This is an optimization exercise on Yosys and OpenROAD, whose aim is small area, not a production implementation.
Only simulation tests tie the RTL to the original design; equivalence was not proved.
Power and IR drop assume default switching activity.

### flow/flow/run.sh
#!/bin/bash
set -uo pipefail
WD=$(pwd)
RES=$WD/orfs/results/${FLOW_PLATFORM}/uart_alu_top/base
LIB=$FLOW_HOME/platforms/${FLOW_PLATFORM}/lib/sky130_fd_sc_hd__tt_025C_1v80.lib
YOSYS=$(command -v yosys || echo "$FLOW_HOME/../tools/install/yosys/bin/yosys")

# 1. standard synthesis only
bash standard.sh "$RES/1_2_yosys.v" > standard_synth.log 2>&1 || exit 1
cp "$RES/1_2_yosys.v" synth_standard.v

# 2. area re-map of the combinational logic, four seeds in parallel
nregs() { grep -cE '^ *sky130_fd_sc_hd__(e|s|se)?df' "$1"; }
for s in 1 2 3 4; do
  sed -e "s#@SEED@#$s#g" flow/area.abc > area_$s.abc
  sed -e "s#@LIB@#$LIB#g" -e "s#@IN@#$WD/synth_standard.v#g" -e "s#@OUT@#$WD/synth_remap_$s.v#g" \
      -e "s#@ABC@#$WD/area_$s.abc#g" -e "s#@TOP@#$FLOW_TOP#g" flow/remap.ys > remap_$s.ys
  "$YOSYS" -l remap_$s.log -s remap_$s.ys > /dev/null 2>&1 &
done
wait
best=""; best_area=""
for s in 1 2 3 4; do
  area=$(grep -oP "Chip area for module .*: \K[0-9.]+" remap_$s.log | tail -1)
  [[ -s synth_remap_$s.v && -n "$area" ]] || continue
  [[ $(nregs synth_remap_$s.v) -eq $(nregs synth_standard.v) ]] || continue
  if [[ -z "$best" ]] || awk "BEGIN{exit !($area < $best_area)}"; then best=$s; best_area=$area; fi
done
echo "seed ${best:-none} area ${best_area:-none}" > remap_choice.txt
if [[ -n "$best" ]]; then
  cp synth_remap_$best.v "$RES/1_2_yosys.v"
  touch "$RES/1_2_yosys.v"
fi

# 3. the rest of the standard flow, with a lighter clock tree and small port buffers
export BUFFER_PORTS_ARGS="-inputs -outputs -buffer_cell sky130_fd_sc_hd__buf_1"
export CTS_ARGS="-sink_clustering_enable -repair_clock_nets -buf_list sky130_fd_sc_hd__clkbuf_4 -dont_use_dummy_load"
bash standard.sh > standard.log 2>&1
### flow/flow/area.abc
strash
&get -n
&st
&deepsyn -T 30 -S @SEED@
&nf -a -R 3000
&put
### flow/constraint.sdc
create_clock -name core_clock -period 10.0 [get_ports {clk}]
set_input_delay 2.0000 -clock core_clock [delete_from_list [all_inputs] [get_ports {clk}]]
set_output_delay 2.0000 -clock core_clock [all_outputs]
set_load 0.01 [all_outputs]
### flow/standard.sh
#!/bin/bash
# synth_recipe.tcl (not shown) runs the flow's synth.tcl, then flattens the netlist and writes it again
# the make line also repeats each setting of config.mk as NAME=value (left out here)
make -C /OpenROAD-flow-scripts/flow DESIGN_CONFIG=/design/flow/config.mk WORK_HOME=/design/flow/orfs CLKGATE_MAP_FILE= SYNTH_SCRIPT=/design/flow/synth_recipe.tcl "${@:-finish}"
### flow/flow/remap.ys
# Re-map the combinational cells of the standard synthesis netlist for area.
# Sequential cells are black boxes, so registers pass through untouched.
read_liberty -ignore_miss_func @LIB@
blackbox =*__df* =*__edf* =*__sdf* =*__sedf* =*__dl* =*__sdl* =*lpflow*
read_verilog @IN@
hierarchy -top @TOP@
flatten
opt_clean -purge
abc -liberty @LIB@ -script @ABC@ -dont_use sky130_fd_sc_hd__probe_p_8 -dont_use sky130_fd_sc_hd__probec_p_8 -dont_use *lpflow*
opt_clean -purge
hierarchy -top @TOP@
delete =sky130_fd_sc_hd__*
rename -hide w:*.*
opt_clean -purge
stat -liberty @LIB@
write_verilog -noattr -nohex -nodec @OUT@
### flow/design.v
package uart_alu_pkg;
  localparam int HEADER_BYTES = 4;
  localparam logic [7:0] OP_ECHO  = 8'hEC;
  localparam logic [7:0] OP_ADD32 = 8'hAD;
  localparam logic [7:0] OP_MUL32 = 8'h88;
  typedef enum logic [2:0] {
    ST_IDLE,
    ST_RSV,
    ST_LEN_LO,
    ST_LEN_HI,
    ST_PAYLOAD,
    ST_RESULT
  } state_e;
  function automatic logic [31:0] alu_apply(input logic [7:0]  op,
                                            input logic [31:0] acc,
                                            input logic [31:0] operand);
    alu_apply = (op == OP_MUL32) ? acc * operand : acc + operand;
  endfunction
endpackage
module uart_alu_top #(
  parameter int PRESCALE   = 33,
  parameter int DATA_WIDTH = 8
) (
  input  logic clk,
  input  logic rst,
  input  logic rxd,
  output logic txd
);
  logic [5:0] ph;    
  logic [1:0] c3;    
  logic       h;     
  logic       pend;  
  logic       hi;    
  assign pend = ph[5] && ph[3] && ph[1] && ph[0];
  assign hi   = ph[5];
  always_ff @(posedge clk) begin
    ph <= pend ? 6'd0 : ph + 6'd1;
    if (pend) begin
      if (c3 == 2'd2) begin
        c3 <= 2'd0;
        h  <= ~h;
      end else begin
        c3 <= c3 + 2'd1;
      end
    end
  end
  logic [43:0] a, b;
  logic        a_in, b_in;
  logic        db;     
  always_ff @(posedge clk) begin
    a  <= {a_in, a[43:1]};
    b  <= {b_in, b[43:1]};
    db <= b[0];
  end
  logic r_bit;
  always_comb begin
    unique case (ph[4:3])
      2'd0: r_bit = b[32];
      2'd1: r_bit = b[24];
      2'd2: r_bit = b[16];
      default: r_bit = b[8];
    endcase
  end
  localparam logic [3:0] RX_STOP = 4'd0, RX_BP = 4'd1, RX_BP2 = 4'd2, RX_IDLE = 4'd3,
                         RX_WAITH = 4'd4, RX_START = 4'd7;
  logic [3:0] rx_st;
  logic       rx_ph;      
  logic       rx_pass;    
  logic       rx_samp;    
  assign rx_pass = (c3 == 2'd0) && (h == rx_ph);
  assign rx_samp = rx_pass && rx_st[3] && hi && !ph[3] && (ph[2:0] == rx_st[2:0]);
  always_ff @(posedge clk) begin
    if (rst) begin
      rx_st <= RX_IDLE;
    end else if (rx_st == RX_IDLE) begin
      if (!rxd) begin
        rx_st <= RX_START;
        rx_ph <= ~h;
      end
    end else if (rx_st == RX_WAITH) begin
      if (rxd) rx_st <= RX_IDLE;
    end else if (rx_st == RX_BP || rx_st == RX_BP2) begin
      if (pend) rx_st <= rx_st + 4'd1;
    end else if (rx_pass && pend) begin
      rx_st <= (rx_st == RX_STOP && !rxd) ? RX_WAITH : rx_st + 4'd1;
    end
  end
  localparam logic [1:0] P_HDR = 2'd0, P_PAY = 2'd1, P_RES = 2'd2;
  logic [1:0] pst;
  logic       bp;           
  logic       bp2;          
  assign bp  = (rx_st == RX_BP);
  assign bp2 = (rx_st == RX_BP2);
  logic [1:0] cls;          
  logic       fe, fa, fm;
  localparam logic [1:0] C_NONE = 2'd0, C_ECHO = 2'd1, C_ADD = 2'd2, C_MUL = 2'd3;
  assign fe = (cls == C_ECHO);
  assign fa = (cls == C_ADD);
  assign fm = (cls == C_MUL);
  logic [1:0] idx;          
  logic       mul;          
  logic       bk;           
  logic       cy, brw;
  localparam logic [7:0] K_ECHO = 8'hEC, K_ADD = 8'hAD, K_MUL = 8'h88;
  logic [7:0] rbyte;
  assign rbyte = b[39:32];
  logic op_pass, rsv_pass, llo_pass, lhi_pass, pay_pass, dec2;
  assign op_pass  = bp && (pst == P_HDR) && (idx == 2'd0);
  assign rsv_pass = bp && (pst == P_HDR) && (idx == 2'd1);
  assign llo_pass = bp && (pst == P_HDR) && (idx == 2'd2);
  assign lhi_pass = bp && (pst == P_HDR) && (idx == 2'd3);
  assign pay_pass = bp && (pst == P_PAY);
  assign dec2     = bp2;    
  logic lval, dsub, diff_a, bout_a, diff_b, bout_b;
  assign lval   = (lhi_pass && ph[3]) ? b[36] : a[0];
  assign dsub   = (ph[3:0] == 4'd0) || (lhi_pass && ph[3:0] == 4'd2);
  assign diff_a = lval ^ dsub ^ brw;
  assign bout_a = (!lval && (dsub || brw)) || (dsub && brw);
  assign diff_b = b[0] ^ brw;
  assign bout_b = !b[0] && brw;
  logic y, sum;
  always_comb begin
    if (pay_pass && fa) y = (ph[4:3] == idx) && r_bit;
    else if (mul)       y = bk && b[0];
    else                y = 1'b0;
  end
  assign sum = a[0] ^ y ^ cy;
  localparam logic [3:0] TX_IDLE = 4'd0, TX_IDLEP = 4'd1,
                         TX_MUL1 = 4'd4, TX_MUL2 = 4'd5, TX_START = 4'd7;
  logic [3:0] tx_st;
  logic       txq;
  logic       tx_tick, req_res, req, tx_shift;
  assign tx_tick  = pend && h && (c3 == 2'd2);
  assign mul      = (tx_st[3:1] == 3'b010);
  assign req_res  = (pst == P_RES);
  assign req      = req_res;
  assign tx_shift = !h && (c3 == 2'd0) && tx_st[3];
  assign txd      = txq;
  always_comb begin
    if (hi) begin
      if (llo_pass && !ph[3])          a_in = b[0];
      else if (lhi_pass || pay_pass)   a_in = diff_a;
      else                             a_in = a[0];
    end else begin
      if (tx_shift)                    a_in = a[1];    
      else if (rsv_pass)               a_in = (ph[4:0] == 5'd0) && fm;
      else if (pay_pass && fe)         a_in = r_bit;
      else if (pay_pass && fm && idx == 2'd0) a_in = 1'b0;
      else                             a_in = sum;
    end
  end
  always_comb begin
    if (hi && !ph[3]) begin
      if (rx_samp)                     b_in = rxd;
      else if (mul)                    b_in = b[1];    
      else                             b_in = b[0];
    end else if (hi) begin
      if (lhi_pass)                    b_in = b[40];
      else if (dec2)                   b_in = diff_b;
      else                             b_in = b[0];
    end else begin
      if (pay_pass && fm && idx == 2'd0) b_in = a[0];
      else if (mul)                    b_in = (ph[4:0] != 5'd0) && db;
      else                             b_in = b[0];
    end
  end
  always_ff @(posedge clk) begin
    cy <= hi ? 1'b0 : (a[0] & y) | (a[0] & cy) | (y & cy);
    if (hi && (lhi_pass || pay_pass))  brw <= bout_a;
    else if (hi && ph[3] && dec2)      brw <= bout_b;
    else if (!bp && !bp2)              brw <= 1'b0;
    if (pend) bk <= b[33];
    if (op_pass && ph == 6'd0) begin
      if (rbyte == K_ECHO)     cls <= C_ECHO;
      else if (rbyte == K_ADD) cls <= C_ADD;
      else if (rbyte == K_MUL) cls <= C_MUL;
      else                     cls <= C_NONE;
    end
  end
  always_ff @(posedge clk) begin
    if (rst) begin
      pst   <= P_HDR;
      idx   <= 2'd0;
      tx_st <= TX_IDLE;
      txq   <= 1'b1;
    end else begin
      if (pend) begin
        if (pay_pass && fm) tx_st <= TX_MUL1;
        else if (pay_pass && fe) tx_st <= TX_IDLEP;
        else if (mul && c3 == 2'd0 && h != rx_ph) tx_st <= (tx_st == TX_MUL1) ? TX_MUL2 : TX_IDLE;
        if (bp2) begin
          if (pst == P_HDR) begin
            idx <= idx + 2'd1;
            if (idx == 2'd3) pst <= bout_b ? ((fa || fm) ? P_RES : P_HDR) : P_PAY;
          end else if (pst == P_PAY) begin
            if (bout_b) begin
              idx <= 2'd0;
              pst <= (fa || fm) ? P_RES : P_HDR;
            end else begin
              idx <= idx + 2'd1;
            end
          end
        end
      end
      if (tx_tick) begin
        if (tx_st[3] || tx_st == TX_START) begin
          txq   <= (tx_st == 4'hF) || a[1];
          tx_st <= tx_st + 4'd1;
        end else if (tx_st == TX_IDLE || tx_st == TX_IDLEP) begin
          if (req || tx_st[0]) begin
            txq   <= 1'b0;
            tx_st <= TX_START;
            if (req_res) begin
              idx <= idx + 2'd1;
              if (idx == 2'd3) pst <= P_HDR;
            end
          end
        end
      end
    end
  end
endmodule
### flow/config.mk
export PLATFORM = sky130hd
export DESIGN_NAME = uart_alu_top
export DESIGN_NICKNAME = uart_alu_top
export VERILOG_FILES = /design/flow/design.v
export SDC_FILE = /design/flow/constraint.sdc
export NUM_CORES = 4
export LEC_CHECK = 0
export CAP_MARGIN = 20
export CORE_MARGIN = 2
export CORE_UTILIZATION = 70
export SLEW_MARGIN = 20
==> results of run 1 <==
==> flip-flops by register name (all words and copies together) (netlist names), 4 cells and up <==
signal	count
tx_st	4
b	44
ph	6
rx_st	4
a	44
==> through the flow <==
stage / instances / utilization / setup WS (ns)
2_1_floorplan: 289 / - / 7.29
4_1_cts: 363 / 0.767 / 6.95
6_report: 363 / 0.767 / 6.93
5_1_grt: 363 / 0.767 / 6.48
3_5_place_dp: 346 / 0.740 / 6.93
3_3_place_gp: 346 / 0.740 / 6.99
==> worst max-delay path: stages (launching register included) <==
cell and delay (ns):
dfxtp_1 0.60, nand4_1 0.39, nor3b_1 0.38, nand2_1 0.19, nor3_1 0.41, nor2_1 0.13, nor2_1 0.23, nor2_1 0.10
clkinv_1 0.08, nor3_1 0.08, a2111oi_0 0.34
==> power groups by stage <==
stage	clock network, mW	registers, mW	logic (mW)
2_1_floorplan	0	0.519	0.0629
3_3_place_gp	0	0.526	0.0747
3_5_place_dp	0	0.525	0.0765
4_1_cts	0.215	0.515	0.0765
5_1_grt	0.233	0.520	0.0877
6_report	0.208	0.516	0.0774
==> cell type report <==
class                           instances  share of cell area
Tap cell                               54              0.0188
Clock buffer                           17              0.0355
Timing Repair Buffer                    3             0.00313
Multi-Input combinational cell        157               0.254
Sequential cell                       117               0.673
Inverter                               15              0.0156
==> layer usage <==
| metal | global-route usage | share of wire |
|---|---|---|
| met5 | 0 | 0 |
| met4 | 0.109 | 0.019 |
| met2 | 0.362 | 0.48 |
| met3 | 0.0837 | 0.049 |
| met1 | 0.310 | 0.45 |
==> worst paths after layout <==
path | from | to | slack [ns] | cells past startpoint
min | b[3]$_DFF_P_ | b[2]$_DFF_P_ | 0.32 | 0
max reg2reg | ph[3]$_SDFF_PN0_ | tx_st[1]$_SDFF_PP0_ | 6.93 | 10
max | ph[3]$_SDFF_PN0_ | tx_st[1]$_SDFF_PP0_ | 6.93 | 10
min reg2reg | b[3]$_DFF_P_ | b[2]$_DFF_P_ | 0.32 | 0
==> summary.txt, run 1 <==
Status
  – Status: timing/DRC/antenna clean

STA
  – Clk_skew: 0.0353 ns
  – Least-Margin Pin Slew: 0.716 ns
  – Final hold vios: 0
  – Final Setup Violations: 0
  – Tmin final: 3.07 ns
  – Final TNS setup: 0 ns
  – Max Slew Vio Count: 0
  – Period utilization: 0.307
  – Slew Limit Headroom: 0.518
  – RSZ-0062 raised after global routing: false
  – Hold WS: 0.319 ns
  – Fmax: 0.326 GHz

Critical path
  – Setup CP Type: reg2reg
  – Worst path required time: 10.35 ns
  – Critical-path maximum fanout: 12
  – CP Launch Type: flop
  – Arr. time, crit path: 3.42 ns
  – Worst setup EP type: flop

Routing
  – Final wirelength: 5690 µm
  – Initial DRC count: 172
  – WL per Instance: 15.7 µm
  – Via density: 5.88
  – Post-route DRC: 0
  – Vias: 2133
  – Final ANT Viol Nets: 0
  – Drt first pass iters: 4

Yosys
  – Syn Nets: 292
  – Post-synthesis cell area: 3390 µm²
  – Yosys warns: 1
  – Synth Instances: 289
  – Syn Area/Cell: 11.7 µm²

Clock network
  – Postcts setup bufs: 0
  – Longest Clk Path Bufs: 2
  – CTS Root Cell: clkbuf_4
  – Clk sinks: 117
  – Post_cts resized: 0
  – CTS Buf Count: 17
  – Clk slew on worst S/H paths: 0.10 ns
  – Cts hold-fix bufs: 0
  – CTS tree: done
  – H-tree depth: 4
  – Clock Latency Late Sink: 0.49 ns

Power
  – Power Internal: 597 µW
  – Switching share of power: 0.255
  – Power per Cell Area: 223 nW/µm²
  – Comb power frac: 0.097
  – NetSw: 205 µW
  – Max VDD drop: 165 µV
  – Clock share of power: 0.259
  – Part of the power in registers: 0.644
  – Final Total Pwr: 802 µW
  – Static leakage: 1.34 nW

Die
  – Site Rows: 25
  – Initial Util: 0.723
  – Die width: 73.6 µm
  – CORE AREA: 4690 µm²
  – IO Count: 4
  – Die area: 5420 µm²
  – Chip height: 73.6 µm

Global route
  – First-pass GRT wire length: 9420 µm
  – Largest net degree at the start of global routing: 17
  – Vias in the first global route: 2020
  – All-Layer GR Usage: 0.239
  – Initial antenna violation count: 0
  – GR Overflow Total: 0

Placed design
  – Final Wtd Congestion: 0.873
  – Post-DP HPWL: 3840 µm
  – Cell Area, Placed: 3470 µm²
  – Port bufs: 3

Layout
  – Sequential Area: 2420 µm²
  – Nets: 314
  – Antenna cells: 0
  – Area taken by multi-input logic gates: 915 µm²
  – Fillers: 312
  – Design Area, Final: 3600 µm²
  – Commonest cells after routing, fill and taps aside: dfxtp_1 (109), nand2_1 (22), a21oi_1 (20), nor2_1 (19), clkbuf_4 (17)
  – Most common cell after layout, fill and taps aside: dfxtp_1
  – Area Overhead vs Synth: 6.08%
  – Share of cells above drive strength 1: 0.0583

Flow run
  – Max_cap viols: 0

Hold path
  – HP Class: reg2reg
==> run 2, diff against run 1 <==
--- a/flow/design.v
+++ b/flow/design.v
@@ -99,8 +99,8 @@
   assign fm = (cls == C_MUL);
   logic [1:0] idx;          
   logic       mul;          
-  logic       bk;           
-  logic       cy, brw;
+  logic       cy;
+  logic       brw;
   localparam logic [7:0] K_ECHO = 8'hEC, K_ADD = 8'hAD, K_MUL = 8'h88;
   logic [7:0] rbyte;
   assign rbyte = b[39:32];
@@ -121,7 +121,7 @@
   logic y, sum;
   always_comb begin
     if (pay_pass && fa) y = (ph[4:3] == idx) && r_bit;
-    else if (mul)       y = bk && b[0];
+    else if (mul)       y = brw && b[0];
     else                y = 1'b0;
   end
   assign sum = a[0] ^ y ^ cy;
@@ -166,10 +166,10 @@
   end
   always_ff @(posedge clk) begin
     cy <= hi ? 1'b0 : (a[0] & y) | (a[0] & cy) | (y & cy);
-    if (hi && (lhi_pass || pay_pass))  brw <= bout_a;
+    if (pend && (bp2 || mul))          brw <= b[33];    
+    else if (hi && (lhi_pass || pay_pass)) brw <= bout_a;
     else if (hi && ph[3] && dec2)      brw <= bout_b;
-    else if (!bp && !bp2)              brw <= 1'b0;
-    if (pend) bk <= b[33];
+    else if (!bp && !bp2 && !mul)      brw <= 1'b0;
     if (op_pass && ph == 6'd0) begin
       if (rbyte == K_ECHO)     cls <= C_ECHO;
       else if (rbyte == K_ADD) cls <= C_ADD;
@@ -185,9 +185,9 @@
       txq   <= 1'b1;
     end else begin
       if (pend) begin
-        if (pay_pass && fm) tx_st <= TX_MUL1;
+        if (bp2 && pst == P_PAY && fm) tx_st <= TX_MUL1;
         else if (pay_pass && fe) tx_st <= TX_IDLEP;
-        else if (mul && c3 == 2'd0 && h != rx_ph) tx_st <= (tx_st == TX_MUL1) ? TX_MUL2 : TX_IDLE;
+        else if (mul && c3 == 2'd1 && h != rx_ph) tx_st <= (tx_st == TX_MUL1) ? TX_MUL2 : TX_IDLE;
         if (bp2) begin
           if (pst == P_HDR) begin
             idx <= idx + 2'd1;
--- a/flow/flow/run.sh
+++ b/flow/flow/run.sh
@@ -9,17 +9,19 @@
 bash standard.sh "$RES/1_2_yosys.v" > standard_synth.log 2>&1 || exit 1
 cp "$RES/1_2_yosys.v" synth_standard.v
 
-# 2. area re-map of the combinational logic, four seeds in parallel
+# 2. area re-map of the combinational logic, eight seeds, four at a time
 nregs() { grep -cE '^ *sky130_fd_sc_hd__(e|s|se)?df' "$1"; }
-for s in 1 2 3 4; do
-  sed -e "s#@SEED@#$s#g" flow/area.abc > area_$s.abc
-  sed -e "s#@LIB@#$LIB#g" -e "s#@IN@#$WD/synth_standard.v#g" -e "s#@OUT@#$WD/synth_remap_$s.v#g" \
-      -e "s#@ABC@#$WD/area_$s.abc#g" -e "s#@TOP@#$FLOW_TOP#g" flow/remap.ys > remap_$s.ys
-  "$YOSYS" -l remap_$s.log -s remap_$s.ys > /dev/null 2>&1 &
+for round in "1 2 3 4" "5 6 7 8"; do
+  for s in $round; do
+    sed -e "s#@SEED@#$s#g" flow/area.abc > area_$s.abc
+    sed -e "s#@LIB@#$LIB#g" -e "s#@IN@#$WD/synth_standard.v#g" -e "s#@OUT@#$WD/synth_remap_$s.v#g" \
+        -e "s#@ABC@#$WD/area_$s.abc#g" -e "s#@TOP@#$FLOW_TOP#g" flow/remap.ys > remap_$s.ys
+    "$YOSYS" -l remap_$s.log -s remap_$s.ys > /dev/null 2>&1 &
+  done
+  wait
 done
-wait
 best=""; best_area=""
-for s in 1 2 3 4; do
+for s in 1 2 3 4 5 6 7 8; do
   area=$(grep -oP "Chip area for module .*: \K[0-9.]+" remap_$s.log | tail -1)
   [[ -s synth_remap_$s.v && -n "$area" ]] || continue
   [[ $(nregs synth_remap_$s.v) -eq $(nregs synth_standard.v) ]] || continue
==> summary.txt, run 2 <==
Status
  – Status: timing/DRC/antenna clean

Clock network
  – Clk sinks: 116 (-0.85%)
  – Cts hold-fix bufs: 0 (unchanged)
  – Post_cts resized: 0 (unchanged)
  – H-tree depth: 4 (unchanged)
  – Clk slew on worst S/H paths: 0.08 ns (-0.02 ns)
  – Clock Latency Late Sink: 0.50 ns (about the same)
  – Longest Clk Path Bufs: 2 (unchanged)
  – Postcts setup bufs: 0 (unchanged)
  – CTS Root Cell: clkbuf_4
  – CTS Buf Count: 17 (unchanged)
  – CTS tree: done

Yosys
  – Syn Nets: 292 (unchanged)
  – Syn Area/Cell: 11.8 µm² (about the same)
  – Post-synthesis cell area: 3400 µm² (about the same)
  – Synth Instances: 289 (unchanged)
  – Yosys warns: 1 (unchanged)

STA
  – Fmax: 0.338 GHz (+3.6%)
  – Slew Limit Headroom: 0.520 (+0.00178)
  – Clk_skew: 0.0214 ns (-0.0140 ns)
  – Final TNS setup: 0 ns (unchanged)
  – RSZ-0062 raised after global routing: false
  – Final hold vios: 0 (unchanged)
  – Tmin final: 2.96 ns (-0.106 ns)
  – Hold WS: 0.328 ns (+0.00917 ns)
  – Max Slew Vio Count: 0 (unchanged)
  – Final Setup Violations: 0 (unchanged)
  – Period utilization: 0.296 (-0.0106)
  – Least-Margin Pin Slew: 0.718 ns (+0.00238 ns)

Die
  – Site Rows: 25 (unchanged)
  – Initial Util: 0.724 (about the same)
  – Die width: 73.7 µm (about the same)
  – Chip height: 73.7 µm (about the same)
  – CORE AREA: 4690 µm² (unchanged)
  – IO Count: 4 (unchanged)
  – Die area: 5420 µm² (about the same)

Routing
  – WL per Instance: 17.2 µm (+9.8%)
  – Initial DRC count: 159 (-7.6%)
  – Via density: 6.13 (+4.3%)
  – Drt first pass iters: 5 (+1)
  – Vias: 2224 (+4.3%)
  – Final wirelength: 6250 µm (+9.8%)
  – Final ANT Viol Nets: 0 (unchanged)
  – Post-route DRC: 0 (unchanged)

Power
  – Static leakage: 1.34 nW (+0.37%)
  – Part of the power in registers: 0.644 (about the same)
  – Switching share of power: 0.245 (-0.0101)
  – Max VDD drop: 140 µV (-15%)
  – NetSw: 191 µW (-6.9%)
  – Final Total Pwr: 777 µW (-3.1%)
  – Clock share of power: 0.267 (+0.008)
  – Power per Cell Area: 216 nW/µm² (-3.2%)
  – Power Internal: 586 µW (-1.8%)
  – Comb power frac: 0.089 (-0.008)

Global route
  – First-pass GRT wire length: 10100 µm (+7.6%)
  – All-Layer GR Usage: 0.266 (+0.0272)
  – Initial antenna violation count: 0 (unchanged)
  – Vias in the first global route: 2098 (+3.9%)
  – Largest net degree at the start of global routing: 17 (unchanged)
  – GR Overflow Total: 0 (unchanged)

Layout
  – Top flop regs: a: 44 flops, b: 44 flops, ph: 6 flops
  – Commonest cells after routing, fill and taps aside: dfxtp_1 (109), nor2_1 (25), nand2_1 (18), a21oi_1 (17), clkbuf_4 (17)
  – Area Overhead vs Synth: 6.08% (about the same)
  – Most common cell after layout, fill and taps aside: dfxtp_1
  – Nets: 314 (unchanged)
  – Antenna cells: 0 (unchanged)
  – Share of cells above drive strength 1: 0.0583 (unchanged)

Critical path
  – Critical-path maximum fanout: 2 (-10)
  – Delay-heaviest family, CP: flip-flops
  – CP Launch Type: flop
  – Worst path required time: 8.00 ns (-2.35 ns)
  – CP Cell Sequence: buf_1
  – Crit-path slowest cell: dfxtp_1
  – Worst setup EP type: output pin
  – Arr. time, crit path: 0.96 ns (-2.46 ns)
  – Setup CP Type: reg2out
  – CP max stage delay: 0.33 ns (-0.27 ns)
  – WP buf/inv: 1 (unchanged)

Placed design
  – Final Wtd Congestion: 0.920 (+5.4%)
  – Port bufs: 3 (unchanged)
  – Post-DP HPWL: 4330 µm (+13%)

Hold path
  – HP Class: reg2reg

Flow run
  – Max_cap viols: 0 (unchanged)
-- run 2: cell types whose count changed in the layout (fill, tap and decap cells not counted), moves of 5 or more --
cell / previous run / this run
o21ai_0: 12 / 6
nor2_1: 19 / 25
clkinv_1: 15 / 9
xnor2_1: 3 / 8
nand3_1: 5 / 10
xor2_1: 7 / 1
-- run 2: power groups by stage --
stage               clock [mW]  combinational [mW]  sequential, mW
finish                   0.207              0.0690           0.501
global route             0.232              0.0750           0.503
CTS                      0.213              0.0677           0.500
detailed placement           0              0.0672           0.511
global placement             0              0.0658           0.510
floorplan                    0              0.0555           0.504
-- run 2: cell type report --
class                      count  area, µm²
sequential                   116       2390
timing repair buffer           3       11.3
tap                           54       67.6
clock buffer                  17        128
inverter                       9       33.8
multi-input combinational    164        970
fill                         294       1090
-- run 2: worst paths after layout --
path | from | endpoint | slack [ns] | cells after the start
hold / removal | b[19]$_DFF_P_ | b[18]$_DFF_P_ | 0.33 | 0
setup / recovery | txq$_SDFFE_PP1P_ | txd | 7.04 | 1
setup reg to reg | rx_st[1]$_SDFFE_PP1P_ | a[43]$_DFF_P_ | 7.16 | 10
hold reg to reg | b[19]$_DFF_P_ | b[18]$_DFF_P_ | 0.33 | 0
-- run 2: metrics by stage --
stage | setup slack, ns | cells | util | instance area [µm²]
after global routing | 6.84 | 363 | 0.768 | 3600
after detailed placement | 6.91 | 346 | 0.741 | 3470
after global placement | 6.98 | 346 | 0.741 | 3470
after floorplan | 7.29 | 289 | - | 3400
after CTS | 7.01 | 363 | 0.768 | 3600
final | 7.04 | 363 | 0.768 | 3600
-- run 2: metal layers --
| metal | share of wire | vias up | wire [µm] | track usage |
|---|---|---|---|---|
| li1 | - | 1088 | - | - |
| met4 | 0.035 | 0 | 217 | 0.141 |
| met2 | 0.47 | 88 | 2910 | 0.391 |
| met3 | 0.058 | 24 | 365 | 0.118 |
| met5 | 0 | - | 0 | 0 |
| met1 | 0.44 | 1024 | 2760 | 0.331 |
==> run 3, diff against run 2 <==
--- a/flow/design.v
+++ b/flow/design.v
@@ -34,13 +34,19 @@
   assign pend = ph[5] && ph[3] && ph[1] && ph[0];
   assign hi   = ph[5];
   always_ff @(posedge clk) begin
-    ph <= pend ? 6'd0 : ph + 6'd1;
-    if (pend) begin
-      if (c3 == 2'd2) begin
-        c3 <= 2'd0;
-        h  <= ~h;
-      end else begin
-        c3 <= c3 + 2'd1;
+    if (rst) begin
+      ph <= 6'd0;
+      c3 <= 2'd0;
+      h  <= 1'b0;
+    end else begin
+      ph <= pend ? 6'd0 : ph + 6'd1;
+      if (pend) begin
+        if (c3 == 2'd2) begin
+          c3 <= 2'd0;
+          h  <= ~h;
+        end else begin
+          c3 <= c3 + 2'd1;
+        end
       end
     end
   end
==> summary.txt, run 3 <==
Routing
  – Drt first pass iters: 5 (unchanged)
  – Via density: 5.68 (-7.2%)
  – WL per Instance: 15.2 µm (-12%)
  – Top routing layer used: met3
  – Post-route DRC: 0 (unchanged)
  – Initial DRC count: 141 (-11%)
  – Final wirelength: 5860 µm (-6.2%)
  – Met3 wire len: 305 µm (-16%)
  – M1 WL: 2830 µm (+2.8%)
  – Final ANT Viol Nets: 0 (unchanged)
  – Vias: 2194 (-1.3%)
  – Met2 routed WL: 2720 µm (-6.3%)

STA
  – Clk_skew: 0.0183 ns (-0.00310 ns)
  – Final Setup Violations: 0 (unchanged)
  – Fmax: 0.337 GHz (-0.17%)
  – Final TNS setup: 0 ns (unchanged)
  – RSZ-0062 raised after global routing: false
  – Tmin final: 2.97 ns (+0.00511 ns)
  – Slew Limit Headroom: 0.451 (-0.0693)
  – Final worst slack: 7.03 ns (-0.00511 ns)
  – Period utilization: 0.297 (+0.000511)
  – Max Slew Vio Count: 0 (unchanged)
  – Least-Margin Pin Slew: 0.824 ns (+0.105 ns)
  – Final hold vios: 0 (unchanged)

Critical path
  – CP Launch Type: flop
  – Critical-path maximum fanout: 2 (unchanged)
  – Arr. time, crit path: 0.97 ns (about the same)
  – Crit-path slowest cell: dfxtp_1
  – WP buf/inv: 1 (unchanged)
  – Setup CP Type: reg2out
  – CP max stage delay: 0.34 ns (about the same)
  – Worst setup EP type: output pin
  – Delay-heaviest family, CP: flip-flops
  – CP Cell Sequence: buf_1
  – Worst path required time: 8.00 ns (about the same)

Layout
  – Fillers: 294 (unchanged)
  – Share of cells above drive strength 1: 0.0564 (-0.00183)
  – Sequential Area: 2360 µm² (-1.3%)
  – Area taken by multi-input logic gates: 1020 µm² (+4.9%)
  – Most common cell after layout, fill and taps aside: dfxtp_1
  – Utilization after layout: 0.771 (+0.00286)
  – Antenna cells: 0 (unchanged)
  – Commonest cells after routing, fill and taps aside: dfxtp_1 (112), a21oi_1 (25), nand2_1 (21), nor2_1 (19)
  – Non-filler cells, final: 386 (+6.3%)
  – Top flop regs: a: 44 flops, b: 44 flops, ph: 6 flops
  – Nets: 324 (+3.2%)
  – Area Overhead vs Synth: 6.52%

Global route
  – Vias in the first global route: 2084 (-0.67%)
  – Largest net degree at the start of global routing: 20 (+3)
  – GR Overflow Total: 0 (unchanged)
  – First-pass GRT wire length: 9600 µm (-5.2%)
  – Initial antenna violation count: 0 (unchanged)
  – All-Layer GR Usage: 0.246 (-0.0201)

Yosys
  – Yosys warns: 1 (unchanged)
  – Post-synthesis cell area: 3420 µm² (+0.63%)
  – Synth Instances: 299 (+3.5%)
  – Syn Area/Cell: 11.4 µm² (-2.7%)
  – Syn Nets: 302 (+3.4%)

Die
  – Die width: 73.9 µm (+0.29%)
  – Chip height: 73.9 µm (+0.29%)
  – CORE AREA: 4720 µm² (+0.67%)
  – IO Count: 4 (unchanged)
  – Site Rows: 25 (unchanged)
  – Initial Util: 0.723 (about the same)
  – Die area: 5460 µm² (+0.58%)

Hold path
  – HP Class: reg2reg

Power
  – Comb power frac: 0.013 (-0.076)
  – Max VDD drop: 136 µV (-2.6%)
  – NetSw: 140 µW (-27%)
  – Part of the power in registers: 0.683 (+0.039)
  – Power Internal: 549 µW (-6.4%)
  – Clock share of power: 0.304 (+0.037)
  – Static leakage: 1.32 nW (-1.3%)
  – Power per Cell Area: 189 nW/µm² (-12%)
  – Switching share of power: 0.203 (-0.0421)

Placed design
  – Pre-CTS WS: 6.63 ns (-0.278 ns)
  – Final Wtd Congestion: 0.909 (-1.3%)
  – Post-DP HPWL: 4020 µm (-7.2%)
  – Port bufs: 3 (unchanged)
  – Cells after DPL: 369 (+6.6%)

Clock network
  – CTS tree: done
  – Clk sinks: 116 (unchanged)
  – Clock Latency Late Sink: 0.49 ns (about the same)
  – Clk slew on worst S/H paths: 0.08 ns (about the same)
  – H-tree depth: 4 (unchanged)
  – CTS Root Cell: clkbuf_4
  – Longest Clk Path Bufs: 2 (unchanged)
  – CTS Buf Count: 17 (unchanged)
  – Postcts setup bufs: 0 (unchanged)
  – Cts hold-fix bufs: 0 (unchanged)
  – Post_cts resized: 0 (unchanged)

Status
  – Status: timing/DRC/antenna clean

Flow run
  – Max_cap viols: 0 (unchanged)
==> run 3: layer usage <==
| metal | global-route usage | vias to the layer above |
|---|---|---|
| met3 | 0.0947 | 0 |
| li1 | - | 1104 |
| met1 | 0.319 | 1039 |
| met4 | 0.127 | 0 |
| met2 | 0.357 | 51 |
| met5 | 0 | - |
==> run 3: metrics by stage <==
stage / instance area (µm²) / power (mW) / hold slack, ns
floorplan: 3420 / 0.487 / 0.310
global placement: 3510 / 0.490 / 0.311
detailed placement: 3510 / 0.490 / 0.313
CTS: 3640 / 0.695 / 0.320
global route: 3640 / 0.716 / 0.315
finish: 3640 / 0.689 / 0.321
==> run 3: path summary, 6_finish.rpt <==
kind,endpoint,startpoint,slack (ns),cells after the start
worst max-delay path,txd,txq$_SDFFE_PP1P_,7.03,1
worst min-delay path,b[4]$_DFF_P_,b[5]$_DFF_P_,0.32,0
worst max register to register,a[43]$_DFF_P_,rx_st[0]$_SDFFE_PP1P_,7.05,13
worst min register to register,b[4]$_DFF_P_,b[5]$_DFF_P_,0.32,0
==> run 3: cell type report <==
cell class | count | area share
repair buffers | 3 | 0.00309
inverters | 10 | 0.0103
multi-input cells | 173 | 0.279
flip-flops and latches | 116 | 0.649
clock buffers | 17 | 0.0351
well taps | 67 | 0.0230
==> run 3: power by group through the flow <==
stage               Clock [mW]  Combinational [mW]  Sequential, mW
floorplan                    0             0.00667           0.480
finish                   0.209             0.00918           0.470
detailed placement           0             0.00909           0.481
global placement             0             0.00891           0.481
CTS                      0.216             0.00911           0.470
global route             0.235              0.0103           0.471
==> run 4, diff against run 3 <==
--- a/flow/design.v
+++ b/flow/design.v
@@ -27,27 +27,24 @@
   output logic txd
 );
   logic [5:0] ph;    
-  logic [1:0] c3;    
+  logic [2:0] q;     
   logic       h;     
+  logic       p0, p1, p2;   
   logic       pend;  
   logic       hi;    
   assign pend = ph[5] && ph[3] && ph[1] && ph[0];
   assign hi   = ph[5];
+  assign h    = q[2];
+  assign p0   = (q[0] == q[2]);
+  assign p1   = q[1] ^ q[0];
+  assign p2   = q[2] ^ q[1];
   always_ff @(posedge clk) begin
     if (rst) begin
       ph <= 6'd0;
-      c3 <= 2'd0;
-      h  <= 1'b0;
+      q  <= 3'b000;
     end else begin
       ph <= pend ? 6'd0 : ph + 6'd1;
-      if (pend) begin
-        if (c3 == 2'd2) begin
-          c3 <= 2'd0;
-          h  <= ~h;
-        end else begin
-          c3 <= c3 + 2'd1;
-        end
-      end
+      if (pend) q <= {q[1:0], ~q[2]};
     end
   end
   logic [43:0] a, b;
@@ -73,7 +70,7 @@
   logic       rx_ph;      
   logic       rx_pass;    
   logic       rx_samp;    
-  assign rx_pass = (c3 == 2'd0) && (h == rx_ph);
+  assign rx_pass = p0 && (h == rx_ph);
   assign rx_samp = rx_pass && rx_st[3] && hi && !ph[3] && (ph[2:0] == rx_st[2:0]);
   always_ff @(posedge clk) begin
     if (rst) begin
@@ -136,11 +133,11 @@
   logic [3:0] tx_st;
   logic       txq;
   logic       tx_tick, req_res, req, tx_shift;
-  assign tx_tick  = pend && h && (c3 == 2'd2);
+  assign tx_tick  = pend && h && p2;
   assign mul      = (tx_st[3:1] == 3'b010);
   assign req_res  = (pst == P_RES);
   assign req      = req_res;
-  assign tx_shift = !h && (c3 == 2'd0) && tx_st[3];
+  assign tx_shift = !h && p0 && tx_st[3];
   assign txd      = txq;
   always_comb begin
     if (hi) begin
@@ -193,7 +190,7 @@
       if (pend) begin
         if (bp2 && pst == P_PAY && fm) tx_st <= TX_MUL1;
         else if (pay_pass && fe) tx_st <= TX_IDLEP;
-        else if (mul && c3 == 2'd1 && h != rx_ph) tx_st <= (tx_st == TX_MUL1) ? TX_MUL2 : TX_IDLE;
+        else if (mul && p1 && h != rx_ph) tx_st <= (tx_st == TX_MUL1) ? TX_MUL2 : TX_IDLE;
         if (bp2) begin
           if (pst == P_HDR) begin
             idx <= idx + 2'd1;
--- a/flow/flow/run.sh
+++ b/flow/flow/run.sh
@@ -9,9 +9,9 @@
 bash standard.sh "$RES/1_2_yosys.v" > standard_synth.log 2>&1 || exit 1
 cp "$RES/1_2_yosys.v" synth_standard.v
 
-# 2. area re-map of the combinational logic, eight seeds, four at a time
+# 2. area re-map of the combinational logic, twelve seeds, four at a time
 nregs() { grep -cE '^ *sky130_fd_sc_hd__(e|s|se)?df' "$1"; }
-for round in "1 2 3 4" "5 6 7 8"; do
+for round in "1 2 3 4" "5 6 7 8" "9 10 11 12"; do
   for s in $round; do
     sed -e "s#@SEED@#$s#g" flow/area.abc > area_$s.abc
     sed -e "s#@LIB@#$LIB#g" -e "s#@IN@#$WD/synth_standard.v#g" -e "s#@OUT@#$WD/synth_remap_$s.v#g" \
@@ -21,7 +21,7 @@
   wait
 done
 best=""; best_area=""
-for s in 1 2 3 4 5 6 7 8; do
+for s in 1 2 3 4 5 6 7 8 9 10 11 12; do
   area=$(grep -oP "Chip area for module .*: \K[0-9.]+" remap_$s.log | tail -1)
   [[ -s synth_remap_$s.v && -n "$area" ]] || continue
   [[ $(nregs synth_remap_$s.v) -eq $(nregs synth_standard.v) ]] || continue
==> summary.txt, run 4 <==
Status
  – Status: timing/DRC/antenna clean

STA
  – Final TNS setup: 0 ns (unchanged)
  – Fmax: 0.315 GHz (-6.6%)
  – Least-Margin Pin Slew: 0.917 ns (+0.0932 ns)
  – Clk_skew: 0.0402 ns (+0.0219 ns)
  – Final Setup Violations: 0 (unchanged)
  – Period utilization: 0.318 (+0.0209)
  – Max Slew Vio Count: 0 (unchanged)
  – Tmin final: 3.18 ns (+0.209 ns)
  – Slew Limit Headroom: 0.387 (-0.0634)
  – RSZ-0062 raised after global routing: false
  – Final hold vios: 0 (unchanged)

Layout
  – Most common cell after layout, fill and taps aside: dfxtp_1
  – Commonest cells after routing, fill and taps aside: dfxtp_1 (112), nor2_1 (26), nand2_1 (23), a21oi_1 (20), clkbuf_4 (17)
  – Top flop regs: a: 44 flops, b: 44 flops, ph: 6 flops
  – Sequential Area: 2360 µm² (unchanged)
  – Nets: 321 (-0.93%)
  – Area taken by multi-input logic gates: 1020 µm² (+0.74%)
  – Share of cells above drive strength 1: 0.0570 (+0.000536)
  – Antenna cells: 0 (unchanged)
  – Utilization after layout: 0.770 (about the same)
  – Fillers: 296 (+0.68%)
  – Area Overhead vs Synth: 6.06%

Routing
  – WL per Instance: 16.6 µm (+9.3%)
  – Final ANT Viol Nets: 0 (unchanged)
  – Final wirelength: 6140 µm (+4.7%)
  – Via density: 6.21 (+9.2%)
  – M1 WL: 2670 µm (-5.7%)
  – Post-route DRC: 0 (unchanged)
  – Vias: 2297 (+4.7%)
  – Drt first pass iters: 5 (unchanged)
  – Top routing layer used: met4
  – Initial DRC count: 222 (+57%)
  – Met2 routed WL: 2980 µm (+9.3%)
  – Met3 wire len: 381 µm (+25%)

Die
  – Initial Util: 0.726 (+0.00242)
  – IO Count: 4 (unchanged)
  – Chip height: 73.8 µm (-0.16%)
  – Die width: 73.8 µm (-0.16%)
  – CORE AREA: 4690 µm² (-0.66%)
  – Site Rows: 25 (unchanged)
  – Die area: 5440 µm² (-0.31%)

Critical path
  – Worst path required time: 10.37 ns (+2.37 ns)
  – Delay-heaviest family, CP: simple AND/OR/NAND/NOR gates
  – WP buf/inv: 0 (-1)
  – Critical-path maximum fanout: 14 (+12)
  – CP Launch Type: flop
  – Critical Path Most Common Cell: nor2_1
  – Arr. time, crit path: 3.55 ns (+2.58 ns)
  – RR Startpoint: ph[3]$_SDFF_PP0_
  – Crit-path slowest cell: dfxtp_1
  – CP max stage delay: 0.65 ns (+0.31 ns)
  – Setup CP Type: reg2reg
  – Critical Path Source: ph[3]$_SDFF_PP0_
  – Worst setup EP type: flop
  – CP Cell Sequence: and4_1, nand3b_1, or3_1, nor4b_1, a21oi_1, nor2_1, nor2_1, nand2_1, a31oi_1, a211oi_1

Power
  – Max VDD drop: 148 µV (+8.7%)
  – Power per Cell Area: 190 nW/µm² (+0.48%)
  – Static leakage: 1.35 nW (+1.7%)

Global route
  – Initial antenna violation count: 0 (unchanged)
  – Largest net degree at the start of global routing: 19 (-5.0%)
  – All-Layer GR Usage: 0.264 (+0.0177)
  – First-pass GRT wire length: 10300 µm (+6.8%)
  – Vias in the first global route: 2150 (+3.2%)
  – GR Overflow Total: 0 (unchanged)

Clock network
  – H-tree depth: 4 (unchanged)
  – Postcts setup bufs: 0 (unchanged)
  – CTS Root Cell: clkbuf_4
  – Cts hold-fix bufs: 0 (unchanged)
  – CTS tree: done
  – CTS Buf Count: 17 (unchanged)
  – Longest Clk Path Bufs: 2 (unchanged)
  – Clock Latency Late Sink: 0.50 ns (about the same)
  – Post_cts resized: 0 (unchanged)
  – Clk slew on worst S/H paths: 0.09 ns (about the same)
  – Clk sinks: 116 (unchanged)

Placed design
  – Final Wtd Congestion: 0.885 (-2.6%)
  – Port bufs: 3 (unchanged)
  – Post-DP HPWL: 4190 µm (+4.2%)

Yosys
  – Syn Nets: 299 (-0.99%)
  – Yosys warns: 1 (unchanged)
  – Syn Area/Cell: 11.5 µm² (+0.68%)
  – Synth Instances: 296 (-1.0%)
  – Post-synthesis cell area: 3410 µm² (-0.33%)

Hold path
  – HP Start: a[5]$_DFF_P_
  – HP Class: reg2reg

Flow run
  – Max_cap viols: 0 (unchanged)
-- run 4: worst paths after layout --
| kind | cells after the start | endpoint | slack, ns |
|---|---|---|---|
| setup / recovery | 10 | tx_st[0]$_SDFF_PP0_ | 6.82 |
| setup reg to reg | 10 | tx_st[0]$_SDFF_PP0_ | 6.82 |
| hold reg to reg | 0 | a[4]$_DFF_P_ | 0.31 |
| hold / removal | 0 | a[4]$_DFF_P_ | 0.31 |
-- run 4: where the power goes --
part	switching, mW	internal, mW	leakage (nW)
Combinational	0.00483	0.00279	0.330
Sequential	0.00263	0.467	0.938
Clock	0.133	0.0774	0.0782
Total	0.140	0.547	1.35
-- run 4: per-layer routing --
layer,track usage,vias up
met4,0.119,0
met1,0.331,1084
met2,0.401,88
li1,-,1111
met5,0,-
met3,0.107,14
-- run 4: per-stage QoR --
step / total power [mW] / hold WS (ns) / cells / setup slack (ns) / area (µm²)
after floorplan: 0.484 / 0.310 / 296 / 7.18 / 3410
after global placement: 0.487 / 0.311 / 353 / 6.61 / 3480
after detailed placement: 0.487 / 0.313 / 353 / 6.53 / 3480
after CTS: 0.691 / 0.316 / 370 / 6.87 / 3610
after global routing: 0.711 / 0.305 / 370 / 6.63 / 3610
final: 0.687 / 0.313 / 370 / 6.82 / 3610
-- run 4: final cells by class --
| class | instances | area share |
|---|---|---|
| sequential | 116 | 0.654 |
| multi-input combinational | 175 | 0.284 |
| clock buffer | 17 | 0.0353 |
| tap | 54 | 0.0187 |
| inverter | 5 | 0.00520 |
| timing repair buffer | 3 | 0.00312 |
==> run 5, diff against run 4 <==
--- a/flow/design.v
+++ b/flow/design.v
@@ -69,9 +69,9 @@
   logic [3:0] rx_st;
   logic       rx_ph;      
   logic       rx_pass;    
-  logic       rx_samp;    
+  logic       rx_shift;   
   assign rx_pass = p0 && (h == rx_ph);
-  assign rx_samp = rx_pass && rx_st[3] && hi && !ph[3] && (ph[2:0] == rx_st[2:0]);
+  assign rx_shift = rx_pass && rx_st[3];
   always_ff @(posedge clk) begin
     if (rst) begin
       rx_st <= RX_IDLE;
@@ -154,7 +154,7 @@
   end
   always_comb begin
     if (hi && !ph[3]) begin
-      if (rx_samp)                     b_in = rxd;
+      if (rx_shift)                    b_in = (ph[2:0] == 3'd7) ? rxd : b[1];
       else if (mul)                    b_in = b[1];    
       else                             b_in = b[0];
     end else if (hi) begin
==> summary.txt, run 5 <==
Placed design
  – Final Wtd Congestion: 0.850 (-4.0%)
  – Port bufs: 3 (unchanged)
  – Post-DP HPWL: 4110 µm (-1.8%)

Clock network
  – Post_cts resized: 0 (unchanged)
  – Clk slew on worst S/H paths: 0.10 ns (about the same)
  – Clk sinks: 116 (unchanged)
  – Longest Clk Path Bufs: 2 (unchanged)
  – CTS Root Cell: clkbuf_4
  – Postcts setup bufs: 0 (unchanged)
  – H-tree depth: 4 (unchanged)
  – CTS tree: done
  – Cts hold-fix bufs: 0 (unchanged)
  – Clock Latency Late Sink: 0.48 ns (-0.02 ns)
  – CTS Buf Count: 17 (unchanged)

STA
  – Clk_skew: 0.0256 ns (-0.0146 ns)
  – Slew Limit Headroom: 0.395 (+0.00789)
  – Final TNS setup: 0 ns (unchanged)
  – RSZ-0062 raised after global routing: false
  – Fmax: 0.338 GHz (+7.3%)
  – Tmin final: 2.96 ns (-0.216 ns)
  – Least-Margin Pin Slew: 0.905 ns (-0.0118 ns)
  – Period utilization: 0.296 (-0.0216)
  – Final Setup Violations: 0 (unchanged)
  – Max Slew Vio Count: 0 (unchanged)
  – Final hold vios: 0 (unchanged)

Power
  – Max VDD drop: 141 µV (-4.5%)
  – Final Total Pwr: 683 µW (-0.53%)
  – Power per Cell Area: 189 nW/µm² (-0.40%)
  – NetSw: 138 µW (-1.5%)
  – Clock share of power: 0.305 (about the same)
  – Static leakage: 1.34 nW (-0.57%)
  – Power Internal: 545 µW (-0.29%)
  – Comb power frac: 0.012 (about the same)
  – Part of the power in registers: 0.683 (about the same)
  – Switching share of power: 0.202 (-0.00198)

Critical path
  – CP Cell Sequence: buf_1
  – R2r endpoint: a[43]$_DFF_P_
  – Crit-path slowest cell: dfxtp_1
  – Worst setup EP type: output pin
  – Reg2reg path depth: 8 (-2)
  – Critical-path maximum fanout: 2 (-12)
  – Setup CP Type: reg2out
  – Delay-heaviest family, CP: flip-flops
  – CP Launch Type: flop
  – Worst path required time: 8.00 ns (-2.37 ns)
  – RR Startpoint: rx_st[0]$_SDFFE_PP1P_
  – CP max stage delay: 0.34 ns (-0.31 ns)
  – R2R Setup Slk: 7.05 ns (+0.23 ns)
  – WP buf/inv: 1 (+1)
  – Arr. time, crit path: 0.96 ns (-2.59 ns)

Yosys
  – Syn Nets: 303 (+1.3%)
  – Yosys warns: 1 (unchanged)
  – Post-synthesis cell area: 3400 µm² (-0.15%)
  – Syn Area/Cell: 11.3 µm² (-1.5%)
  – Synth Instances: 300 (+1.4%)

Global route
  – First-pass GRT wire length: 10100 µm (-1.1%)
  – All-Layer GR Usage: 0.260 (-0.00433)
  – Vias in the first global route: 2200 (+2.3%)
  – Largest net degree at the start of global routing: 17 (-2)
  – GR Overflow Total: 0 (unchanged)
  – Initial antenna violation count: 0 (unchanged)

Layout
  – Share of cells above drive strength 1: 0.0563 (-0.000712)
  – Commonest cells after routing, fill and taps aside: dfxtp_1 (112), nand2_1 (29), nor2_1 (25), a21oi_1 (19), clkbuf_4 (17)
  – Nets: 325 (+1.2%)
  – Most common cell after layout, fill and taps aside: dfxtp_1
  – Antenna cells: 0 (unchanged)
  – Area Overhead vs Synth: 6.07% (about the same)
  – Top flop regs: a: 44 flops, b: 44 flops, ph: 6 flops

Die
  – CORE AREA: 4690 µm² (unchanged)
  – Initial Util: 0.725 (-0.00107)
  – Die area: 5430 µm² (-0.14%)
  – IO Count: 4 (unchanged)
  – Site Rows: 25 (unchanged)
  – Die width: 73.7 µm (about the same)
  – Chip height: 73.7 µm (about the same)

Hold path
  – HP Class: reg2reg
  – Sink of the worst hold path: b[14]$_DFF_P_
  – HP Start: b[15]$_DFF_P_
  – Hold path depth: 0 (unchanged)

Routing
  – Initial DRC count: 127 (-43%)
  – WL per Instance: 16.2 µm (-2.1%)
  – Via density: 5.95 (-4.1%)
  – Final ANT Viol Nets: 0 (unchanged)
  – Post-route DRC: 0 (unchanged)
  – Drt first pass iters: 4 (-1)
  – Final wirelength: 6070 µm (-1.1%)
  – Vias: 2226 (-3.1%)

Status
  – Status: timing/DRC/antenna clean

Flow run
  – Max_cap viols: 0 (unchanged)
[run 5: layer usage]
metal	up-vias	track usage	wire length, µm
met5	-	0	0
met4	0	0.121	116
met3	14	0.111	395
met2	70	0.379	2770
met1	1036	0.333	2790
li1	1106	-	-
[run 5: layout make-up]
type / instances / area (µm²)
Multi-Input combinational cell: 178 / 1020
Sequential cell: 116 / 2360
Tap cell: 54 / 67.6
Timing Repair Buffer: 3 / 11.3
Clock buffer: 17 / 128
Fill cell: 312 / 1080
Inverter: 6 / 22.5
[run 5: worst max-delay path by stage]
stage	from	slack (ns)	cells after the start	end
after detailed placement	rst	6.90	4	ph[3]$_SDFF_PP0_
final	txq$_SDFFE_PP1P_	7.04	1	txd
after floorplan	rst	7.46	3	ph[3]$_SDFF_PP0_
after global placement	rst	6.92	4	ph[3]$_SDFF_PP0_
after global routing	rx_st[0]$_SDFFE_PP1P_	6.84	8	a[43]$_DFF_P_
after CTS	txq$_SDFFE_PP1P_	7.01	1	txd
[run 5: power groups by stage]
stage	registers (mW)	logic [mW]	clock network (mW)
after CTS	0.467	0.00788	0.213
final	0.467	0.00803	0.208
after detailed placement	0.478	0.00786	0
after floorplan	0.477	0.00531	0
after global routing	0.467	0.00879	0.234
after global placement	0.477	0.00753	0
[run 5: through the flow]
step | area (µm²) | util | std cells | worst slack (ns) | hold WS, ns
3_5_place_dp | 3480 | 0.742 | 357 | 6.90 | 0.312
4_1_cts | 3610 | 0.769 | 374 | 7.01 | 0.312
5_1_grt | 3610 | 0.769 | 374 | 6.84 | 0.310
6_report | 3610 | 0.769 | 374 | 7.04 | 0.313
2_1_floorplan | 3400 | - | 300 | 7.46 | 0.310
3_3_place_gp | 3480 | 0.742 | 357 | 6.92 | 0.311
==> run 6, diff against run 5 <==
--- a/flow/flow/run.sh
+++ b/flow/flow/run.sh
@@ -9,9 +9,9 @@
 bash standard.sh "$RES/1_2_yosys.v" > standard_synth.log 2>&1 || exit 1
 cp "$RES/1_2_yosys.v" synth_standard.v
 
-# 2. area re-map of the combinational logic, twelve seeds, four at a time
+# 2. area re-map of the combinational logic, 24 seeds, four at a time
 nregs() { grep -cE '^ *sky130_fd_sc_hd__(e|s|se)?df' "$1"; }
-for round in "1 2 3 4" "5 6 7 8" "9 10 11 12"; do
+for round in "1 2 3 4" "5 6 7 8" "9 10 11 12" "13 14 15 16" "17 18 19 20" "21 22 23 24"; do
   for s in $round; do
     sed -e "s#@SEED@#$s#g" flow/area.abc > area_$s.abc
     sed -e "s#@LIB@#$LIB#g" -e "s#@IN@#$WD/synth_standard.v#g" -e "s#@OUT@#$WD/synth_remap_$s.v#g" \
@@ -21,7 +21,7 @@
   wait
 done
 best=""; best_area=""
-for s in 1 2 3 4 5 6 7 8 9 10 11 12; do
+for s in $(seq 1 24); do
   area=$(grep -oP "Chip area for module .*: \K[0-9.]+" remap_$s.log | tail -1)
   [[ -s synth_remap_$s.v && -n "$area" ]] || continue
   [[ $(nregs synth_remap_$s.v) -eq $(nregs synth_standard.v) ]] || continue
==> summary.txt, run 6 <==
Status
  – Status: timing/DRC/antenna clean

Critical path
  – Delay-heaviest family, CP: flip-flops
  – Crit. path cell count: 1 (unchanged)
  – CP max stage delay: 0.34 ns (about the same)
  – CP Launch Type: flop
  – Critical-path maximum fanout: 2 (unchanged)
  – Critical Path Source: txq$_SDFFE_PP1P_
  – Setup CP Type: reg2out
  – R2R Setup Slk: 7.05 ns (about the same)
  – Worst setup EP type: output pin
  – Reg2reg path depth: 8 (unchanged)
  – RR Startpoint: rx_st[0]$_SDFFE_PP1P_
  – Crit-path slowest cell: dfxtp_1
  – Critical path capture point: txd
  – WP buf/inv: 1 (unchanged)
  – R2r endpoint: a[43]$_DFF_P_
  – Arr. time, crit path: 0.96 ns (about the same)
  – CP Cell Sequence: buf_1
  – Worst path required time: 8.00 ns (about the same)

Routing
  – Drt first pass iters: 4 (unchanged)
  – WL per Instance: 16.2 µm (unchanged)
  – Post-route DRC: 0 (unchanged)
  – Final ANT Viol Nets: 0 (unchanged)
  – Final wirelength: 6070 µm (unchanged)
  – Vias: 2226 (unchanged)
  – Initial DRC count: 127 (unchanged)
  – Via density: 5.95 (unchanged)

Clock network
  – Cts hold-fix bufs: 0 (unchanged)
  – Longest Clk Path Bufs: 2 (unchanged)
  – Clock Latency Late Sink: 0.48 ns (about the same)
  – Post_cts resized: 0 (unchanged)
  – H-tree depth: 4 (unchanged)
  – Postcts setup bufs: 0 (unchanged)
  – Clk sinks: 116 (unchanged)
  – CTS Root Cell: clkbuf_4
  – CTS tree: done
  – Clk slew on worst S/H paths: 0.10 ns (about the same)
  – CTS Buf Count: 17 (unchanged)

Global route
  – Largest net degree at the start of global routing: 17 (unchanged)
  – Initial antenna violation count: 0 (unchanged)
  – First-pass GRT wire length: 10100 µm (unchanged)
  – Vias in the first global route: 2200 (unchanged)
  – All-Layer GR Usage: 0.260 (unchanged)
  – GR Overflow Total: 0 (unchanged)

STA
  – Final worst slack: 7.04 ns (unchanged)
  – Final Setup Violations: 0 (unchanged)
  – Final hold vios: 0 (unchanged)
  – Tmin final: 2.96 ns (unchanged)
  – Period utilization: 0.296 (unchanged)
  – Least-Margin Pin Slew: 0.905 ns (unchanged)
  – Max Slew Vio Count: 0 (unchanged)
  – Final TNS setup: 0 ns (unchanged)
  – Fmax: 0.338 GHz (unchanged)
  – Clk_skew: 0.0256 ns (unchanged)
  – RSZ-0062 raised after global routing: false
  – Slew Limit Headroom: 0.395 (unchanged)

Layout
  – Share of cells above drive strength 1: 0.0563 (unchanged)
  – Most common cell after layout, fill and taps aside: dfxtp_1
  – Area taken by multi-input logic gates: 1020 µm² (unchanged)
  – Nets: 325 (unchanged)
  – Commonest cells after routing, fill and taps aside: dfxtp_1 (112), nand2_1 (29), nor2_1 (25), a21oi_1 (19), clkbuf_4 (17)
  – Fillers: 312 (unchanged)
  – Area Overhead vs Synth: 6.07% (unchanged)
  – Top flop regs: a: 44 flops, b: 44 flops, ph: 6 flops
  – Antenna cells: 0 (unchanged)
  – Sequential Area: 2360 µm² (unchanged)

Die
  – Die area: 5430 µm² (unchanged)
  – IO Count: 4 (unchanged)
  – Die width: 73.7 µm (unchanged)
  – Chip height: 73.7 µm (unchanged)
  – CORE AREA: 4690 µm² (unchanged)
  – Site Rows: 25 (unchanged)
  – Initial Util: 0.725 (unchanged)

Power
  – Max VDD drop: 141 µV (unchanged)
  – Power per Cell Area: 189 nW/µm² (unchanged)
  – Final Total Pwr: 683 µW (unchanged)
  – Static leakage: 1.34 nW (unchanged)

Yosys
  – Syn Nets: 303 (unchanged)
  – Syn Area/Cell: 11.3 µm² (unchanged)
  – Yosys warns: 1 (unchanged)
  – Post-synthesis cell area: 3400 µm² (unchanged)
  – Synth Instances: 300 (unchanged)

Placed design
  – Pre-CTS WS: 6.90 ns (unchanged)
  – Final Wtd Congestion: 0.850 (unchanged)
  – Post-DP HPWL: 4110 µm (unchanged)
  – Port bufs: 3 (unchanged)

Flow run
  – Max_cap viols: 0 (unchanged)

Hold path
  – HP Class: reg2reg
  – Hold path depth: 0 (unchanged)
==> run 6: final cells by class <==
cell class,instances,area share
Inverter,6,0.00624
Multi-Input combinational cell,178,0.282
Tap cell,54,0.0187
Timing Repair Buffer,3,0.00312
Sequential cell,116,0.655
Clock buffer,17,0.0354
==> run 6: per-stage QoR <==
| stage | utilization | instance area (µm²) | std cells | hold WS [ns] |
|---|---|---|---|---|
| CTS | 0.769 | 3610 | 374 | 0.312 |
| global placement | 0.742 | 3480 | 357 | 0.311 |
| detailed placement | 0.742 | 3480 | 357 | 0.312 |
| global route | 0.769 | 3610 | 374 | 0.310 |
| finish | 0.769 | 3610 | 374 | 0.313 |
| floorplan | - | 3400 | 300 | 0.310 |
==> run 6: metal layers <==
metal,global-route usage,wire (µm),vias up
met1,0.333,2790,1036
met5,0,0,-
li1,-,-,1106
met3,0.111,395,14
met2,0.379,2770,70
met4,0.121,116,0
==> run 6: power breakdown <==
part / switching (mW) / internal (mW) / total (mW)
Clock: 0.131 / 0.0775 / 0.208
Combinational: 0.00536 / 0.00267 / 0.00803
Sequential: 0.00172 / 0.465 / 0.467
Total: 0.138 / 0.545 / 0.683
==> run 6: worst min path at each step <==
stage / to / startpoint / slack [ns]
2_1_floorplan: a[10]$_DFF_P_ / a[11]$_DFF_P_ / 0.31
3_3_place_gp: b[18]$_DFF_P_ / b[19]$_DFF_P_ / 0.31
3_5_place_dp: a[40]$_DFF_P_ / a[41]$_DFF_P_ / 0.31
4_1_cts: a[6]$_DFF_P_ / a[7]$_DFF_P_ / 0.31
5_1_grt: a[6]$_DFF_P_ / a[7]$_DFF_P_ / 0.31
6_report: b[14]$_DFF_P_ / b[15]$_DFF_P_ / 0.31

-- afterwards: timing with drivers on the ports --
No port has a modelled driver above. Below, the same layouts with a new extraction and two added sets of constraints.
Step 1 (the two cells are an assumption about what drives the block):
set clk [get_ports {clk}]
set_driving_cell -lib_cell sky130_fd_sc_hd__clkbuf_16 $clk
set_driving_cell -lib_cell sky130_fd_sc_hd__buf_2 [delete_from_list [all_inputs] $clk]
Step 2, shift: input delay + t, output delay - t, t = (earliest + latest rising clock arrival at the registers) / 2. This alone moves slack from input paths to output paths.
a / b / c = no drivers / after step 1 / after step 2; a / b = the first two.
run	t (ns)	setup slack, ns	worst setup path after step 2
run 1	0.494	6.931 / 6.931 / 6.853	input to register
run 2	0.518	7.037 / 7.007 / 6.940	input to register
run 3	0.502	7.032 / 7.007 / 6.589	input to register
run 4	0.503	6.823 / 6.824 / 6.498	input to register
run 5	0.500	7.040 / 7.012 / 6.862	input to register
run 6	0.500	7.040 / 7.012 / 6.862	input to register
After both steps every run listed still meets setup and hold. The setup slack of run 3, which loses most, moves by -0.025 ns with the drivers and by -0.443 ns with both steps.
